This design comes from an exercise in tuning for small area, a short achievable clock period and few clock cycles on the open sky130 flow, not from production work.
The RTL was checked by simulation tests, not by an equivalence proof against the original design.
No activity file was given, so power comes from the tool's default toggle rates.

==> flow/design.v <==
package aidp_pkg;
  localparam int CAPACITY = 32;
  localparam int POS_W    = 6;
  localparam int DATA_W   = 32;
  localparam int STAT_W   = 3;
  localparam int IDX_W    = 5;
  localparam int CNT_W    = 6;
  localparam logic OP_INSERT = 1'b0;
  localparam logic OP_DELETE = 1'b1;
  localparam logic [STAT_W-1:0] ST_ELEMENT    = 3'd0;
  localparam logic [STAT_W-1:0] ST_EMPTY      = 3'd1;
  localparam logic [STAT_W-1:0] ST_BAD_INSERT = 3'd2;
  localparam logic [STAT_W-1:0] ST_BAD_DELETE = 3'd3;
  localparam logic [STAT_W-1:0] ST_FULL       = 3'd4;
endpackage
module array_insert_delete_at_position_unit (
  input  logic                                clk,
  input  logic                                rst_n,
  input  logic                                in_valid,
  output logic                                in_ready,
  input  logic                                in_op,
  input  logic [aidp_pkg::POS_W-1:0]          in_position,
  input  logic signed [aidp_pkg::DATA_W-1:0]  in_value,
  output logic                                out_valid,
  input  logic                                out_ready,
  output logic [aidp_pkg::STAT_W-1:0]         out_status,
  output logic signed [aidp_pkg::DATA_W-1:0]  out_element,
  output logic                                out_last
);
  localparam int W = aidp_pkg::DATA_W;
  logic [W-1:0] ring [aidp_pkg::CAPACITY];
  logic [W-1:0] hold_r;                
  logic [2:0]   lsel;                  
  logic [7:0]   lsel_oh;               
  logic [4:0]   pc;                    
  logic [5:0]   cnt;                   
  logic         ains, adel;            
  logic [5:0]   pp;                    
  logic [5:0]   ec;                    
  logic         owe;
  logic [4:0]   ko;                    
  logic         errp;
  logic [2:0]   errs;
  logic         cb_v, ins_pend, in_ready_r;
  logic         cb_op;
  logic [5:0]   cb_pos;
  logic [W-1:0] cb_val;
  logic         d_single, d_empty, d_p1;
  logic [2:0]   d_stat;
  logic         f_bnd;                 
  logic         f_wrap;                
  logic         f_z, f_2;              
  logic         f_grow;                
  logic         f_shr;                 
  logic         f_shr_eq;              
  logic         f_lt, f_eq;            
  logic         f_end;                 
  logic         f_m;                   
  logic         f_kl;                  
  logic         out_valid_r;
  logic [2:0]   out_status_r;
  logic [W-1:0] out_element_r;
  logic         out_last_r;
  logic can_start, start_ins, start_del, start;
  assign can_start = cb_v && !d_single && !owe && !errp && f_bnd;
  assign start_ins = can_start && (cb_op == aidp_pkg::OP_INSERT);
  assign start_del = can_start && (cb_op == aidp_pkg::OP_DELETE);
  assign start     = can_start;
  logic       grow, shrink, reset_len;
  logic [2:0] lsel_eff;
  logic [7:0] lsel_oh_eff;
  assign reset_len = start_ins && f_z;
  assign grow      = start_ins && f_grow;
  assign shrink    = f_bnd && f_shr && !(start_ins && f_shr_eq);
  always_comb begin
    if (reset_len) begin
      lsel_eff    = 3'd0;
      lsel_oh_eff = 8'd1;
    end else if (grow) begin
      lsel_eff    = lsel + 3'd1;
      lsel_oh_eff = {lsel_oh[6:0], 1'b0};
    end else if (shrink) begin
      lsel_eff    = lsel - 3'd1;
      lsel_oh_eff = {1'b0, lsel_oh[7:1]};
    end else begin
      lsel_eff    = lsel;
      lsel_oh_eff = lsel_oh;
    end
  end
  localparam logic [1:0] Y_S0 = 2'd0;
  localparam logic [1:0] Y_S1 = 2'd1;
  localparam logic [1:0] Y_H  = 2'd2;
  localparam logic [1:0] Y_V  = 2'd3;
  logic [1:0]   ysel;
  logic [W-1:0] y;
  always_comb begin
    if (start) begin
      if (d_p1) ysel = (cb_op == aidp_pkg::OP_INSERT) ? Y_V : Y_S1;
      else      ysel = Y_S0;
    end else if (ains) begin
      if (f_lt)      ysel = Y_S0;
      else if (f_eq) ysel = Y_V;
      else           ysel = Y_H;
    end else if (adel && !f_lt) begin
      ysel = Y_S1;
    end else begin
      ysel = Y_S0;
    end
  end
  always_comb begin
    case (ysel)
      Y_S0:    y = ring[0];
      Y_S1:    y = ring[1];
      Y_H:     y = hold_r;
      default: y = cb_val;
    endcase
  end
  for (genvar i = 0; i < aidp_pkg::CAPACITY; i++) begin : g_ring
    if (i == aidp_pkg::CAPACITY - 1) begin : g_top
      always_ff @(posedge clk) ring[i] <= y;
    end else if ((i % 4) == 3) begin : g_entry
      always_ff @(posedge clk) ring[i] <= lsel_oh_eff[i / 4] ? y : ring[i + 1];
    end else begin : g_shift
      always_ff @(posedge clk) ring[i] <= ring[i + 1];
    end
  end
  always_ff @(posedge clk) hold_r <= ring[0];
  logic       out_free, prod_el, prod_err, el_last;
  logic [4:0] el_idx;
  assign out_free = !out_valid_r || out_ready;
  assign el_idx   = start ? 5'd0 : ko;
  assign el_last  = start ? (start_ins ? f_z : f_2) : f_kl;
  assign prod_el  = out_free && (start || (owe && f_m));
  assign prod_err = out_free && errp && !owe;
  logic take_single, take, v_done;
  assign take_single = cb_v && d_single && !errp && (!d_empty || !owe);
  assign take        = in_valid && in_ready_r;
  assign v_done      = ains && f_eq;
  logic [4:0] pc_n;
  logic [5:0] cnt_n, pp_n, ec_n;
  logic       ains_n, adel_n, cb_v_n, ins_pend_n;
  logic [4:0] ko_keep, ko_prod;
  always_comb begin
    if ((f_z && !start_ins) || (take_single && d_empty)) pc_n = 5'd0;
    else if (f_wrap)                                     pc_n = 5'd0;
    else                                                 pc_n = pc + 5'd1;
    cnt_n  = cnt;
    pp_n   = pp;
    ec_n   = ec;
    ains_n = ains && !f_end;
    adel_n = adel && !f_end;
    if (start) begin
      pp_n = cb_pos - 6'd1;
      if (start_ins) begin
        cnt_n  = cnt + 6'd1;
        ec_n   = cnt;
        ains_n = !f_z;
      end else begin
        cnt_n  = cnt - 6'd1;
        ec_n   = cnt - 6'd2;
        adel_n = !f_2;
      end
    end
    if (take_single && d_empty) cnt_n = 6'd0;
    cb_v_n     = take || (cb_v && !start && !take_single);
    ins_pend_n = (start_ins && !d_p1) || (ins_pend && !v_done);
    ko_keep = start ? 5'd0 : ko;
    ko_prod = el_idx + 5'd1;
  end
  logic [4:0] lsel_x4p3;
  logic [5:0] len_n, len4_n;
  assign lsel_x4p3 = {lsel_eff, 2'b11};
  assign len4_n    = {1'b0, lsel_eff, 2'b00};
  assign len_n     = len4_n + 6'd4;
  always_ff @(posedge clk) begin
    if (!rst_n) begin
      lsel        <= 3'd0;
      lsel_oh     <= 8'd1;
      pc          <= 5'd0;
      cnt         <= 6'd0;
      ains        <= 1'b0;
      adel        <= 1'b0;
      owe         <= 1'b0;
      errp        <= 1'b0;
      cb_v        <= 1'b0;
      ins_pend    <= 1'b0;
      in_ready_r  <= 1'b1;
      out_valid_r <= 1'b0;
      f_bnd       <= 1'b1;
      f_wrap      <= 1'b0;
      f_z         <= 1'b1;
      f_2         <= 1'b0;
      f_grow      <= 1'b0;
      f_shr       <= 1'b0;
      f_shr_eq    <= 1'b0;
    end else begin
      lsel     <= lsel_eff;
      lsel_oh  <= lsel_oh_eff;
      pc       <= pc_n;
      cnt      <= cnt_n;
      ains     <= ains_n;
      adel     <= adel_n;
      cb_v     <= cb_v_n;
      ins_pend <= ins_pend_n;
      in_ready_r <= !(cb_v_n || ins_pend_n);
      f_bnd    <= (pc_n == 5'd0);
      f_wrap   <= (pc_n == lsel_x4p3);
      f_z      <= (cnt_n == 6'd0);
      f_2      <= (cnt_n == 6'd2);
      f_grow   <= (cnt_n == len_n);
      f_shr    <= (cnt_n != 6'd0) && (lsel_eff != 3'd0) && (cnt_n <= len4_n);
      f_shr_eq <= (cnt_n == len4_n);
      if (prod_el)    owe <= !el_last;
      else if (start) owe <= 1'b1;
      if (prod_err) errp <= 1'b0;
      if (take_single) begin
        errp <= 1'b1;
        errs <= d_stat;
      end
      if (prod_el || prod_err) out_valid_r <= 1'b1;
      else if (out_ready)      out_valid_r <= 1'b0;
    end
  end
  always_ff @(posedge clk) begin
    pp    <= pp_n;
    ec    <= ec_n;
    f_lt  <= ({1'b0, pc_n} < pp_n);
    f_eq  <= ({1'b0, pc_n} == pp_n);
    f_end <= ({1'b0, pc_n} == ec_n);
    if (prod_el) begin
      ko   <= ko_prod;
      f_m  <= (pc_n == ko_prod);
      f_kl <= ({1'b0, ko_prod} + 6'd1 == cnt_n);
    end else begin
      ko   <= ko_keep;
      f_m  <= (pc_n == ko_keep);
      f_kl <= ({1'b0, ko_keep} + 6'd1 == cnt_n);
    end
  end
  always_ff @(posedge clk) begin
    if (take) begin
      cb_op  <= in_op;
      cb_pos <= in_position;
      cb_val <= in_value;
      d_p1   <= (in_position == 6'd1);
      if (in_op == aidp_pkg::OP_INSERT) begin
        d_empty <= 1'b0;
        if (in_position == 6'd0 || {1'b0, in_position} > {1'b0, cnt} + 7'd1) begin
          d_single <= 1'b1;
          d_stat   <= aidp_pkg::ST_BAD_INSERT;
        end else if (cnt == 6'd32) begin
          d_single <= 1'b1;
          d_stat   <= aidp_pkg::ST_FULL;
        end else begin
          d_single <= 1'b0;
          d_stat   <= aidp_pkg::ST_FULL;
        end
      end else begin
        if (in_position == 6'd0 || in_position > cnt) begin
          d_single <= 1'b1;
          d_empty  <= 1'b0;
          d_stat   <= aidp_pkg::ST_BAD_DELETE;
        end else if (cnt == 6'd1) begin
          d_single <= 1'b1;
          d_empty  <= 1'b1;
          d_stat   <= aidp_pkg::ST_EMPTY;
        end else begin
          d_single <= 1'b0;
          d_empty  <= 1'b0;
          d_stat   <= aidp_pkg::ST_EMPTY;
        end
      end
    end
  end
  always_ff @(posedge clk) begin
    if (prod_el) begin
      out_status_r  <= aidp_pkg::ST_ELEMENT;
      out_element_r <= y;
      out_last_r    <= el_last;
    end else if (prod_err) begin
      out_status_r  <= errs;
      out_element_r <= '0;
      out_last_r    <= 1'b1;
    end
  end
  assign in_ready    = in_ready_r;
  assign out_valid   = out_valid_r;
  assign out_status  = out_status_r;
  assign out_element = out_element_r;
  assign out_last    = out_last_r;
endmodule
==> flow/run.sh <==
#!/bin/bash
# synth_recipe.tcl (not shown) runs the flow's synth.tcl, then flattens the netlist and writes it again
# the make line also repeats each setting of config.mk as NAME=value (left out here)
make -C /OpenROAD-flow-scripts/flow DESIGN_CONFIG=/design/flow/config.mk WORK_HOME=/design/flow/orfs CLKGATE_MAP_FILE= SYNTH_SCRIPT=/design/flow/synth_recipe.tcl finish
==> flow/config.mk <==
export PLATFORM = sky130hd
export DESIGN_NAME = array_insert_delete_at_position_unit
export DESIGN_NICKNAME = array_insert_delete_at_position_unit
export VERILOG_FILES = /design/flow/design.v
export SDC_FILE = /design/flow/constraint.sdc
export NUM_CORES = 4
export LEC_CHECK = 0
export CAP_MARGIN = 20
export CORE_MARGIN = 2
export CORE_UTILIZATION = 45
export PLACE_DENSITY = 0.6
export SETUP_SLACK_MARGIN = 2.8
export SLEW_MARGIN = 20
==> flow/constraint.sdc <==
create_clock -name core_clock -period 5.0 [get_ports {clk}]
set_input_delay 1.0000 -clock core_clock [delete_from_list [all_inputs] [get_ports {clk}]]
set_output_delay 1.0000 -clock core_clock [all_outputs]
set_load 0.01 [all_outputs]
==> flow_metrics.tcl <==
set metrics [dict create \
    routed_wl_mm 89.6 \
    yosysWarnings 2 \
    worstHoldEndpoint "ring[5][20]" \
    syn_area_per_cell_um2 14.9 \
    synth_top_flop_cell "dfxtp_1" \
    cp_max_fo 6 \
    startpoint_type "flip-flop" \
    worst_pin_slew_ns 0.841 \
    start_util 0.456 \
    dieArea_um2 73200 \
    cts_htree_levels 3 \
    areaGrowthSynthToFinish_pct 40.2 \
    power_density_nw_per_um2 575 \
    fp-row-count 97 \
    syn-cell-area_um2 32000 \
    synth_top_family_by_area "multiplexers" \
    grt_first_pass_wirelength_mm 123 \
    netlist.area_leader.share 0.700 \
    min_path_cells 0 \
    endpoint_kind "flip-flop" \
    fill_cells 4765 \
    power.leakage_nw 18.0 \
    synth.area.top_cells "dfxtp_1 (70%), edfxtp_1 (7.5%), mux2_2 (7.3%), ha_1 (1.3%), nor2_1 (1.2%)" \
    ys_seq_elements 1198 \
    vias_per_cell 5.07 \
    crit_required_ns 5.57 \
    report.final.slew_viol_count 0 \
    yosys.area_share.simple 0.0544 \
    clock.fmax_ghz 0.323 \
    diodes 0 \
    overflow 0 \
    slew_headroom 0.439 \
    r2r-end "f_shr" \
    globalplace.congestion 0.828 \
    port-buffer-count 80 \
    drive_above_1_share 0.406 \
    synth_top_area_cell "dfxtp_1" \
    clock-sinks 1198 \
    fp.dieW_um 270 \
    ff2ff_path_depth 12 \
    synth-compound-area-share 0.0494 \
    r2r_setup_slack_ns 1.90 \
    io_pins 81 \
    yosysUniqueCellTypes 76 \
    clock_skew_ns 0.0353 \
    vias 18600 \
    drt_iter0_drc 1356 \
    cp-startpoint "d_single" \
    synth_fp_nets 2215 \
    min_from "ring[6][20]" \
    r2r-start "d_single" \
    setup_tns_ns 0 \
    post_synth_fa_ha_maj_area_fraction 0.0125 \
    dieHeight_um 270 \
    crit_arrival_ns 3.67 \
    hold_viol 0 \
    rsz0062_at_grt "yes" \
    dp_hpwl_mm 34.1 \
    min_path_type "reg -> reg" \
    fin_crit_sh 0.620 \
    path_clk_slew_ns 0.07 \
    yosysSeqAreaShare 0.776 \
    outcome "complete, no violations" \
    final_nets 2708 \
    cts_root_buf "clkbuf_16" \
    firstDrtPassIters 6 \
    clk_path_buf_depth 3 \
    synth-xor-area-share 0.0118 \
    synth_edf_count 80 \
    vdd_ir_drop_max_mv 0.396 \
    cts_tree "done" \
    critical_path_class "reg -> reg" \
    track_usage 0.225 \
    muxShareOfSynthArea 0.0788 \
    clk_latency_ns 0.67 \
    wl_per_cell_um 24.4 \
    ant_nets 0 \
    utilization 0.639 \
    cts_buffers 107 \
    grt_pass1_vias 18900 \
    drc 0 \
    synth_cells 2140 \
    core_area_um2 70100 \
    antenna_found_initial 1 \
    cap_violations 0 \
    setup_viol 0 \
    grt_max_degree 38 \
    min_period_ns 3.10 \
    synthArstFlopShare 0 \
]
[report_power, final]
part	internal (mW)	total, mW	switching [mW]
clock network	4.91	8.53	3.63
logic	2.07	3.88	1.81
registers	12.3	13.3	1.01
total	19.3	25.7	6.45
[worst max path at each step]
| stage | to | slack, ns | depth (start not counted) |
|---|---|---|---|
| floorplan | f_kl | 2.23 | 13 |
| global placement | ring[3][14] | 1.26 | 6 |
| detailed placement | ring[3][5] | 1.16 | 6 |
| CTS | f_grow | 2.38 | 10 |
| global route | f_shr | 1.85 | 12 |
| finish | f_shr | 1.90 | 12 |
[synthesized netlist by cell type (all sizes together), types with 3 or more instances]
master	instances
a22oi	17
ha	32
mux2	212
o22ai	5
xor2	18
a211o	3
mux2i	13
or3	18
nor4	5
edfxtp	80
clkbuf	26
nand4	6
nor2b	7
a221oi	19
a31oi	20
and2	44
nand2	89
xnor2	25
o21ai	43
nor4b	3
dfxtp	1118
inv	35
a311oi	3
buf	40
o21a	6
nor2	108
a211oi	13
nand3	14
a21oi	46
or4	6
a2bb2oi	4
and3	5
nor3	24
[stage by stage]
stage                     hold WS [ns]  cell area (um2)  setup WS (ns)  total power, mW  cells
after floorplan                  0.310            32200           2.23             14.3   2140
after global placement           0.310            33900           1.26             15.1   3111
after detailed placement         0.312            33900           1.16             15.2   3111
after CTS                        0.313            43300           2.38             25.1   3602
after global routing             0.325            44800           1.85             26.6   3666
final                            0.300            44800           1.90             25.7   3666
[state kept, by name, summed over array words and instances, names as in the netlist, 5 cells and up]
signal and cells:
ring 1024, pc 5, ec 6, ko 5
cb_val 32, cb_pos 6, hold_r 32, pp 6
lsel_oh 8, out_element_r 32, cnt 6
[what timing repair did]
item	4_1_cts	5_1_grt
resized for setup	709	246
endpoints found under the setup margin	419	363
cloned	58	5
hold buffers	0	0
pin swaps	94	87
buffers inserted	231	59
[logic make-up after synthesis]
group,count (synthesis)
flops,1198
simple gates,345
mux,225
compound gates,196
buf+inv,101
xor+xnor,43
fa+ha+maj,32
[layout make-up]
type / instances / area (um2) / share of cell area
clock buffer: 149 / 3120 / 0.0696
clock inverter: 53 / 594 / 0.0133
inverter: 35 / 143 / 0.00318
multi-input combinational: 861 / 9510 / 0.212
sequential: 1198 / 24800 / 0.554
tap: 940 / 1180 / 0.0262
timing repair buffer: 429 / 5460 / 0.122
timing repair inverter: 1 / 5.00 / 0.000112
[cells in the final DEF (no fill, tap or decap), types with 26 or more instances in the layout]
cell                n
buf_2              38
clkdlybuf4s50_1    37
buf_12             63
nor2_4             41
dfxtp_1          1108
o21ai_0            31
nand2_1            65
nor2_1             49
buf_6             116
inv_1              26
mux2_4            196
buf_4             108
edfxtp_1           80
buf_16             38
clkbuf_16         116
a21oi_4            28
[metal layers]
layer | vias to the layer above | wire [um] | GRT usage
met5 | - | 0 | 0
met1 | 9259 | 38900 | 0.309
met3 | 284 | 5760 | 0.0411
met2 | 756 | 40400 | 0.355
met4 | 0 | 4500 | 0.0830
li1 | 8305 | - | -
[worst max-delay path, cell delays in order, from the launching register on]
cell and delay [ns]:
edfxtp_1 0.48, nand3b_1 0.25, buf_6 0.16, nor2_4 0.17, buf_6 0.13, nand3_4 0.14, buf_6 0.18, o32ai_4 0.24
inv_2 0.09, ha_4 0.25, a311oi_2 0.44, o21ai_1 0.18, a211oi_1 0.28
Testbench counts, summed over its fixed seeds: cycles 45,598.

what the ideal ports hide:
In the flow no input, the clock included, has a driving cell. The finished layout below was timed again as built, in two steps.
Step 1 sets driving cells, clkbuf_16 on the clock port and buf_2 on the other inputs (assumed; they add their load-dependent delay and slew).
Step 2 moves the port delays by t, midway between the first and last clock arrival at a register: inputs arrive t later, outputs are due t later. That takes back most of the time a late clock gives input paths.
a / b / c = no drivers / after step 1 / after step 2; a / b = the first two.
t, ns: 0.720
setup WS [ns]: 1.901 / 1.901 / 1.803
worst setup path at the end: input to register
clock arrival spread, ns: 0.037 / 0.037
After both steps setup and hold are still met in this run. For this run, drivers alone change the setup slack by 0.000 ns; drivers and shift together by -0.098 ns.
